Context: an optimization exercise on an open-source flow, tuned for small area. The choices shown serve that exercise and are no tape-out recipe. The RTL was checked by simulation tests, not by an equivalence proof against the original design. Power is estimated from default activity; no workload was simulated.

the previous run:
==> module ongorucu_bht, before the edit <==
module ongorucu_bht (
    input  logic        clk,
    input  logic        rst,
    input  logic [31:0] getir_ps,
    input  logic [31:0] getir_buyruk,
    input  logic        getir_gecerli,
    input  logic [31:0] yurut_ps,
    input  logic [31:0] yurut_buyruk,
    input  logic        yurut_dallan,
    input  logic [31:0] yurut_dallan_ps,
    input  logic        yurut_gecerli,
    output logic        sonuc_dallan,
    output logic [31:0] sonuc_dallan_ps
);
    localparam logic [6:0] c_OP_B   = 7'b1100011;
    localparam logic [6:0] c_OP_JAL = 7'b1101111;
    logic [3:0]  r_bht        [32];
    logic [24:0] r_btb_tag    [32];
    logic [31:0] r_btb_target [32];
    logic        w_get_b, w_get_jal, w_sel_j, w_pred_b, w_hit;
    logic [31:0] w_opnd, w_sum;
    logic        w_upd, w_tupd;
    logic [31:0] w_gsel, w_ysel;
    logic        w_rd_dir;
    logic [1:0]  w_rd_dirs;
    logic [24:0] w_rd_tag;
    logic [31:0] w_rd_target;
    logic [3:0]  w_cw_old, w_cw_new;
    logic [1:0]  w_ctr_old, w_ctr_new;
    assign w_get_b   = (getir_buyruk[6:0] == c_OP_B);
    assign w_get_jal = (getir_buyruk[6:0] == c_OP_JAL);
    assign w_upd  = yurut_gecerli && (yurut_buyruk[6:0] == c_OP_B);
    assign w_tupd = w_upd && yurut_dallan;
    always_comb begin
        for (int i = 0; i < 32; i++) begin
            w_gsel[i] = (getir_ps[6:2] == 5'(i));
            w_ysel[i] = (yurut_ps[6:2] == 5'(i));
        end
    end
    always_comb begin
        w_rd_dirs   = '0;
        w_rd_tag    = '0;
        w_rd_target = '0;
        for (int i = 0; i < 32; i++) begin
            w_rd_dirs   = w_rd_dirs | ({2{w_gsel[i]}} & {r_bht[i][3], r_bht[i][1]});
            w_rd_tag    = w_rd_tag | ({25{w_gsel[i]}} & r_btb_tag[i]);
            w_rd_target = w_rd_target | ({32{w_gsel[i]}} & r_btb_target[i]);
        end
    end
    assign w_rd_dir = getir_ps[7] ? w_rd_dirs[1] : w_rd_dirs[0];
    assign w_hit    = (w_rd_tag == getir_ps[31:7]);
    assign w_sel_j  = getir_gecerli && w_get_jal;
    assign w_pred_b = getir_gecerli && w_get_b && w_rd_dir && w_hit;
    assign w_opnd = w_sel_j ? {{11{getir_buyruk[31]}}, getir_buyruk[31], getir_buyruk[19:12],
                               getir_buyruk[20], getir_buyruk[30:21], 1'b0}
                            : 32'd4;
    assign w_sum  = getir_ps + w_opnd;
    assign sonuc_dallan    = w_sel_j || w_pred_b;
    assign sonuc_dallan_ps = w_pred_b ? w_rd_target : w_sum;
    always_comb begin
        w_cw_old = '0;
        for (int i = 0; i < 32; i++)
            w_cw_old = w_cw_old | ({4{w_ysel[i]}} & r_bht[i]);
    end
    assign w_ctr_old = yurut_ps[7] ? w_cw_old[3:2] : w_cw_old[1:0];
    always_comb begin
        w_ctr_new = w_ctr_old;
        if (yurut_dallan) begin
            if (w_ctr_old != 2'b11) w_ctr_new = w_ctr_old + 2'b01;
        end else begin
            if (w_ctr_old != 2'b00) w_ctr_new = w_ctr_old - 2'b01;
        end
    end
    assign w_cw_new = rst         ? 4'b0101 :
                      yurut_ps[7] ? {w_ctr_new, w_cw_old[1:0]} : {w_cw_old[3:2], w_ctr_new};
    always_ff @(posedge clk) begin
        if (rst) begin
            for (int i = 0; i < 32; i++) r_bht[i] <= w_cw_new;
        end else if (w_upd) begin
            r_bht[yurut_ps[6:2]] <= w_cw_new;
        end
    end
    always_ff @(posedge clk) begin
        if (w_tupd) begin
            r_btb_tag[yurut_ps[6:2]]    <= yurut_ps[31:7];
            r_btb_target[yurut_ps[6:2]] <= yurut_dallan_ps;
        end
    end
endmodule
export LEC_CHECK = 0
export CAP_MARGIN = 20
export CORE_MARGIN = 2
export CORE_UTILIZATION = 60
export GPL_TIMING_DRIVEN = 0
export PLACE_DENSITY = 0.7
export SETUP_SLACK_MARGIN = 0.2
export SLEW_MARGIN = 20
create_clock -name core_clock -period 8.0 [get_ports {clk}]
standard.sh (not shown) runs the stock make flow with config.mk's settings and CLKGATE_MAP_FILE= SYNTH_SCRIPT=/design/flow/synth_recipe.tcl, a recipe that flattens the netlist after the stock synthesis.
==> flow/flow/run.sh <==
#!/bin/bash
# Own layout flow: the standard ORFS flow (standard.sh) with
#  - a plain &dch/&nf abc mapping (no speed-script resynthesis loops) in synthesis (flow/synth.tcl),
#  - the smallest buffer for the port buffers,
#  - one buffer per high-fanout net before repair_design (flow/preresize.tcl),
#  - clkbuf_8 sink clusters of up to 16 flops within 80 um and no dummy loads in clock tree synthesis.
# make's output goes to flow_make.log; ORFS keeps each step's log under orfs/logs.
set -euo pipefail
W=$(pwd)
export OWN_ABC_SCRIPT=$W/flow/abc_area_nf.script
bash "$W/standard.sh" \
  SYNTH_SCRIPT="$W/flow/synth.tcl" \
  BUFFER_PORTS_ARGS="-buffer_cell sky130_fd_sc_hd__buf_1" \
  PRE_RESIZE_TCL="$W/flow/preresize.tcl" \
  CTS_ARGS="-sink_clustering_enable -repair_clock_nets -dont_use_dummy_load -buf_list {sky130_fd_sc_hd__clkbuf_8} -sink_clustering_size 16 -sink_clustering_max_diameter 80" \
  finish > "$W/flow_make.log" 2>&1
Other scripts of this flow, unchanged in this note and not shown: flow/flow/abc_area_nf.script, flow/flow/preresize.tcl, flow/flow/synth.tcl
Relative to the previous run, the following input files were edited for the current run:
--- a/flow/design.v
+++ b/flow/design.v
@@ -37,17 +37,34 @@
             w_gsel[i] = (getir_ps[6:2] == 5'(i));
             w_ysel[i] = (yurut_ps[6:2] == 5'(i));
         end
     end
+    logic [31:0] w_grp_target [11];
+    logic [24:0] w_grp_tag    [11];
+    logic [1:0]  w_grp_dirs   [11];
     always_comb begin
-        w_rd_dirs   = '0;
-        w_rd_tag    = '0;
-        w_rd_target = '0;
-        for (int i = 0; i < 32; i++) begin
-            w_rd_dirs   = w_rd_dirs | ({2{w_gsel[i]}} & {r_bht[i][3], r_bht[i][1]});
-            w_rd_tag    = w_rd_tag | ({25{w_gsel[i]}} & r_btb_tag[i]);
-            w_rd_target = w_rd_target | ({32{w_gsel[i]}} & r_btb_target[i]);
+        for (int j = 0; j < 11; j++) begin
+            w_grp_target[j] = '0;
+            w_grp_tag[j]    = '0;
+            w_grp_dirs[j]   = '0;
+            for (int k = 0; k < 3; k++) begin
+                if (3*j+k < 32) begin
+                    w_grp_target[j] = w_grp_target[j] | ({32{w_gsel[3*j+k]}} & r_btb_target[3*j+k]);
+                    w_grp_tag[j]    = w_grp_tag[j]    | ({25{w_gsel[3*j+k]}} & r_btb_tag[3*j+k]);
+                    w_grp_dirs[j]   = w_grp_dirs[j]   |
+                                      ({2{w_gsel[3*j+k]}} & {r_bht[3*j+k][3], r_bht[3*j+k][1]});
+                end
+            end
         end
+        w_rd_target = (w_grp_target[0] | w_grp_target[1] | w_grp_target[2] | w_grp_target[3]) |
+                      (w_grp_target[4] | w_grp_target[5] | w_grp_target[6] | w_grp_target[7]) |
+                      (w_grp_target[8] | w_grp_target[9] | w_grp_target[10]);
+        w_rd_tag    = (w_grp_tag[0] | w_grp_tag[1] | w_grp_tag[2] | w_grp_tag[3]) |
+                      (w_grp_tag[4] | w_grp_tag[5] | w_grp_tag[6] | w_grp_tag[7]) |
+                      (w_grp_tag[8] | w_grp_tag[9] | w_grp_tag[10]);
+        w_rd_dirs   = (w_grp_dirs[0] | w_grp_dirs[1] | w_grp_dirs[2] | w_grp_dirs[3]) |
+                      (w_grp_dirs[4] | w_grp_dirs[5] | w_grp_dirs[6] | w_grp_dirs[7]) |
+                      (w_grp_dirs[8] | w_grp_dirs[9] | w_grp_dirs[10]);
     end
     assign w_rd_dir = getir_ps[7] ? w_rd_dirs[1] : w_rd_dirs[0];
     assign w_hit    = (w_rd_tag == getir_ps[31:7]);
     assign w_sel_j  = getir_gecerli && w_get_jal;
@@ -57,12 +74,17 @@
                             : 32'd4;
     assign w_sum  = getir_ps + w_opnd;
     assign sonuc_dallan    = w_sel_j || w_pred_b;
     assign sonuc_dallan_ps = w_pred_b ? w_rd_target : w_sum;
+    logic [3:0] w_grp_cw [11];
     always_comb begin
+        for (int j = 0; j < 11; j++) begin
+            w_grp_cw[j] = '0;
+            for (int k = 0; k < 3; k++)
+                if (3*j+k < 32) w_grp_cw[j] = w_grp_cw[j] | ({4{w_ysel[3*j+k]}} & r_bht[3*j+k]);
+        end
         w_cw_old = '0;
-        for (int i = 0; i < 32; i++)
-            w_cw_old = w_cw_old | ({4{w_ysel[i]}} & r_bht[i]);
+        for (int j = 0; j < 11; j++) w_cw_old = w_cw_old | w_grp_cw[j];
     end
     assign w_ctr_old = yurut_ps[7] ? w_cw_old[3:2] : w_cw_old[1:0];
     always_comb begin
         w_ctr_new = w_ctr_old;
Results
Flop-to-flop setup slack: the current run > the previous run. Compared with the previous run, the current run improves via count. On effective utilization at floorplan, the current run tracks the previous run almost exactly. The previous run has a higher area after synthesis than the current run. Diff the current run and the previous run: final standard cell count with taps included and fillers excluded higher in the previous run. There was hardly any difference in internal power component between the current run and the previous run. The current run: number of cell instances on the worst register-to-register path 5 below the previous run. Going from the previous run to the current run, the share of cell area taken by multi-input logic gates was found to have gone down by 0.43 points. Run comparison: the previous run class of the most critical hold timing path input port to flop; the current run class of the most critical hold timing path flop to flop. Going from the previous run to the current run, number of multi-input logic gates shrank by more than 10%. The current run against the previous run: global routing met2 resource utilization increased by 3.7 points relative to the old numbers; final weighted congestion in routability-driven placement decreased by 0.66% relative to the old numbers. When the current run is measured against the previous run, its share of final-layout standard cells stronger than drive strength 1 turns out 0.57 points higher. In the current run, per-cell via count in the routed design is higher than in the previous run. For x dimension of the die, the current run and the previous run come out practically identical.

---

Setup of trial 49:
Another version of the RTL of ongorucu_bht (not shown whole).
Size: roughly 4100 cells after synthesis, ~2000 flip-flops, ~200 I/O pins, roughly 0.073 mm^2 of cells after synthesis.
==> module ongorucu_bht, before the edit <==
module ongorucu_bht (
    input  logic        clk,
    input  logic        rst,
    input  logic [31:0] getir_ps,
    input  logic [31:0] getir_buyruk,
    input  logic        getir_gecerli,
    input  logic [31:0] yurut_ps,
    input  logic [31:0] yurut_buyruk,
    input  logic        yurut_dallan,
    input  logic [31:0] yurut_dallan_ps,
    input  logic        yurut_gecerli,
    output logic        sonuc_dallan,
    output logic [31:0] sonuc_dallan_ps
);
    localparam logic [6:0] c_OP_B   = 7'b1100011;
    localparam logic [6:0] c_OP_JAL = 7'b1101111;
    logic [3:0]  r_bht        [32];
    logic        r_btb_valid  [32];
    logic [24:0] r_btb_tag    [32];
    logic [31:0] r_btb_target [32];
    logic        w_get_b, w_get_jal, w_sel_j, w_pred_b, w_hit;
    logic [31:0] w_opnd, w_sum;
    logic        w_upd, w_tupd;
    logic [31:0] w_gsel, w_ysel;
    logic        w_rd_valid, w_rd_dir;
    logic [1:0]  w_rd_dirs;
    logic [24:0] w_rd_tag;
    logic [31:0] w_rd_target;
    logic [3:0]  w_cw_old, w_cw_new;
    logic [1:0]  w_ctr_old, w_ctr_new;
    assign w_get_b   = (getir_buyruk[6:0] == c_OP_B);
    assign w_get_jal = (getir_buyruk[6:0] == c_OP_JAL);
    assign w_upd  = yurut_gecerli && (yurut_buyruk[6:0] == c_OP_B);
    assign w_tupd = w_upd && yurut_dallan;
    always_comb begin
        for (int i = 0; i < 32; i++) begin
            w_gsel[i] = (getir_ps[6:2] == 5'(i));
            w_ysel[i] = (yurut_ps[6:2] == 5'(i));
        end
    end
    always_comb begin
        w_rd_valid  = 1'b0;
        w_rd_dirs   = '0;
        w_rd_tag    = '0;
        w_rd_target = '0;
        for (int i = 0; i < 32; i++) begin
            w_rd_valid  = w_rd_valid | (w_gsel[i] & r_btb_valid[i]);
            w_rd_dirs   = w_rd_dirs | ({2{w_gsel[i]}} & {r_bht[i][3], r_bht[i][1]});
            w_rd_tag    = w_rd_tag | ({25{w_gsel[i]}} & r_btb_tag[i]);
            w_rd_target = w_rd_target | ({32{w_gsel[i]}} & r_btb_target[i]);
        end
    end
    assign w_rd_dir = getir_ps[7] ? w_rd_dirs[1] : w_rd_dirs[0];
    assign w_hit    = w_rd_valid && (w_rd_tag == getir_ps[31:7]);
    assign w_sel_j  = getir_gecerli && w_get_jal;
    assign w_pred_b = getir_gecerli && w_get_b && w_rd_dir && w_hit;
    assign w_opnd = w_sel_j ? {{11{getir_buyruk[31]}}, getir_buyruk[31], getir_buyruk[19:12],
                               getir_buyruk[20], getir_buyruk[30:21], 1'b0}
                            : 32'd4;
    assign w_sum  = getir_ps + w_opnd;
    assign sonuc_dallan    = w_sel_j || w_pred_b;
    assign sonuc_dallan_ps = w_pred_b ? w_rd_target : w_sum;
    always_comb begin
        w_cw_old = '0;
        for (int i = 0; i < 32; i++)
            w_cw_old = w_cw_old | ({4{w_ysel[i]}} & r_bht[i]);
    end
    assign w_ctr_old = yurut_ps[7] ? w_cw_old[3:2] : w_cw_old[1:0];
    always_comb begin
        w_ctr_new = w_ctr_old;
        if (yurut_dallan) begin
            if (w_ctr_old != 2'b11) w_ctr_new = w_ctr_old + 2'b01;
        end else begin
            if (w_ctr_old != 2'b00) w_ctr_new = w_ctr_old - 2'b01;
        end
    end
    assign w_cw_new = yurut_ps[7] ? {w_ctr_new, w_cw_old[1:0]} : {w_cw_old[3:2], w_ctr_new};
    always_ff @(posedge clk) begin
        if (rst) begin
            for (int i = 0; i < 32; i++) begin
                r_bht[i]       <= 4'b0101;
                r_btb_valid[i] <= 1'b0;
            end
        end else if (w_upd) begin
            r_bht[yurut_ps[6:2]] <= w_cw_new;
            if (yurut_dallan) r_btb_valid[yurut_ps[6:2]] <= 1'b1;
        end
    end
    always_ff @(posedge clk) begin
        if (w_tupd) begin
            r_btb_tag[yurut_ps[6:2]]    <= yurut_ps[31:7];
            r_btb_target[yurut_ps[6:2]] <= yurut_dallan_ps;
        end
    end
endmodule
export LEC_CHECK = 0
export CAP_MARGIN = 20
export CORE_MARGIN = 2
export CORE_UTILIZATION = 60
export GPL_TIMING_DRIVEN = 0
export PLACE_DENSITY = 0.7
export SETUP_SLACK_MARGIN = 0.2
export SLEW_MARGIN = 20
create_clock -name core_clock -period 8.0 [get_ports {clk}]
==> flow/flow/run.sh <==
#!/bin/bash
# Own layout flow: the standard ORFS flow (standard.sh) with
#  - a plain &dch/&nf abc mapping (no speed-script resynthesis loops) in synthesis (flow/synth.tcl),
#  - the smallest buffer for the port buffers,
#  - one buf_4 per high-fanout net before repair_design (flow/preresize.tcl),
#  - clkbuf_8 sink clusters of up to 16 flops and no dummy loads in clock tree synthesis.
# make's output goes to flow_make.log; ORFS keeps each step's log under orfs/logs.
set -euo pipefail
W=$(pwd)
export OWN_ABC_SCRIPT=$W/flow/abc_area_nf.script
bash "$W/standard.sh" \
  SYNTH_SCRIPT="$W/flow/synth.tcl" \
  BUFFER_PORTS_ARGS="-buffer_cell sky130_fd_sc_hd__buf_1" \
  PRE_RESIZE_TCL="$W/flow/preresize.tcl" \
  CTS_ARGS="-sink_clustering_enable -repair_clock_nets -dont_use_dummy_load -buf_list {sky130_fd_sc_hd__clkbuf_8} -sink_clustering_size 16 -sink_clustering_max_diameter 50" \
  finish > "$W/flow_make.log" 2>&1
Other scripts of this flow, unchanged in this note and not shown: flow/flow/abc_area_nf.script, flow/flow/preresize.tcl, flow/flow/synth.tcl
--- input diff trial 49..trial 7 ---
diff --git a/flow/design.v b/flow/design.v
--- a/flow/design.v
+++ b/flow/design.v
@@ -16,14 +16,13 @@
     localparam logic [6:0] c_OP_B   = 7'b1100011;
     localparam logic [6:0] c_OP_JAL = 7'b1101111;
     logic [3:0]  r_bht        [32];
-    logic        r_btb_valid  [32];
     logic [24:0] r_btb_tag    [32];
     logic [31:0] r_btb_target [32];
     logic        w_get_b, w_get_jal, w_sel_j, w_pred_b, w_hit;
     logic [31:0] w_opnd, w_sum;
     logic        w_upd, w_tupd;
     logic [31:0] w_gsel, w_ysel;
-    logic        w_rd_valid, w_rd_dir;
+    logic        w_rd_dir;
     logic [1:0]  w_rd_dirs;
     logic [24:0] w_rd_tag;
     logic [31:0] w_rd_target;
@@ -40,19 +39,17 @@
         end
     end
     always_comb begin
-        w_rd_valid  = 1'b0;
         w_rd_dirs   = '0;
         w_rd_tag    = '0;
         w_rd_target = '0;
         for (int i = 0; i < 32; i++) begin
-            w_rd_valid  = w_rd_valid | (w_gsel[i] & r_btb_valid[i]);
             w_rd_dirs   = w_rd_dirs | ({2{w_gsel[i]}} & {r_bht[i][3], r_bht[i][1]});
             w_rd_tag    = w_rd_tag | ({25{w_gsel[i]}} & r_btb_tag[i]);
             w_rd_target = w_rd_target | ({32{w_gsel[i]}} & r_btb_target[i]);
         end
     end
     assign w_rd_dir = getir_ps[7] ? w_rd_dirs[1] : w_rd_dirs[0];
-    assign w_hit    = w_rd_valid && (w_rd_tag == getir_ps[31:7]);
+    assign w_hit    = (w_rd_tag == getir_ps[31:7]);
     assign w_sel_j  = getir_gecerli && w_get_jal;
     assign w_pred_b = getir_gecerli && w_get_b && w_rd_dir && w_hit;
     assign w_opnd = w_sel_j ? {{11{getir_buyruk[31]}}, getir_buyruk[31], getir_buyruk[19:12],
@@ -78,13 +75,9 @@
     assign w_cw_new = yurut_ps[7] ? {w_ctr_new, w_cw_old[1:0]} : {w_cw_old[3:2], w_ctr_new};
     always_ff @(posedge clk) begin
         if (rst) begin
-            for (int i = 0; i < 32; i++) begin
-                r_bht[i]       <= 4'b0101;
-                r_btb_valid[i] <= 1'b0;
-            end
+            for (int i = 0; i < 32; i++) r_bht[i] <= 4'b0101;
         end else if (w_upd) begin
             r_bht[yurut_ps[6:2]] <= w_cw_new;
-            if (yurut_dallan) r_btb_valid[yurut_ps[6:2]] <= 1'b1;
         end
     end
     always_ff @(posedge clk) begin
## What came out
- Taking trial 49 as the reference point, the proportion of power drawn by the clock network of trial 7 rises by 0.2 points.
- Compared with trial 49, in trial 7 share of final layout cell area taken by non-clock buffers +0.25 points, length of routed met3 wiring rose by about 1%, global-route usage now larger.
- Taking trial 49 as the reference point, the number of placed instances with taps included of trial 7 falls by 42.
- Delta(peak per-stage delay on the critical path, trial 7 - trial 49) < 0
- Power: trial 7 draws less than trial 49
- Between trial 7 and trial 49, it is trial 7 whose global-route wire length before repair is higher, by 2000 um.
- Trial 49 ended up with more cell instances than trial 7 did.
- Trial 49 has a lower hold slack than trial 7.

==> static timing again, ports no longer ideal <==
No port has a modelled driver above. Below, the same layouts with a new extraction and two added sets of constraints.
Step 1 sets driving cells, clkbuf_16 on the clock port and buf_2 on the other inputs (assumed; they add their load-dependent delay and slew).
Step 2 also shifts input and output timing later by t, the mid clock arrival at the registers, as if the neighbouring blocks saw the same clock.
Slacks: ideal ports / drivers / drivers and shift; pairs: ideal ports / drivers.
| run | t (ns) | slack for setup (ns) | latest minus earliest clock arrival (ns) | pins driven straight from the clock port |
|---|---|---|---|---|
| the previous run | 0.940 | 0.233 / 0.208 / 0.208 | 0.064 / 0.064 | 1 |
| the current run | 0.971 | 0.112 / 0.088 / 0.088 | 0.092 / 0.091 | 1 |
| trial 49 | 0.958 | 0.177 / 0.144 / 0.144 | 0.083 / 0.082 | 1 |
| trial 7 | 0.958 | 0.161 / 0.135 / 0.135 | 0.082 / 0.082 | 1 |
After both steps setup and hold are still met in every run listed. For trial 49, which loses most, drivers alone change the setup slack by -0.033 ns; drivers and shift together by -0.033 ns.
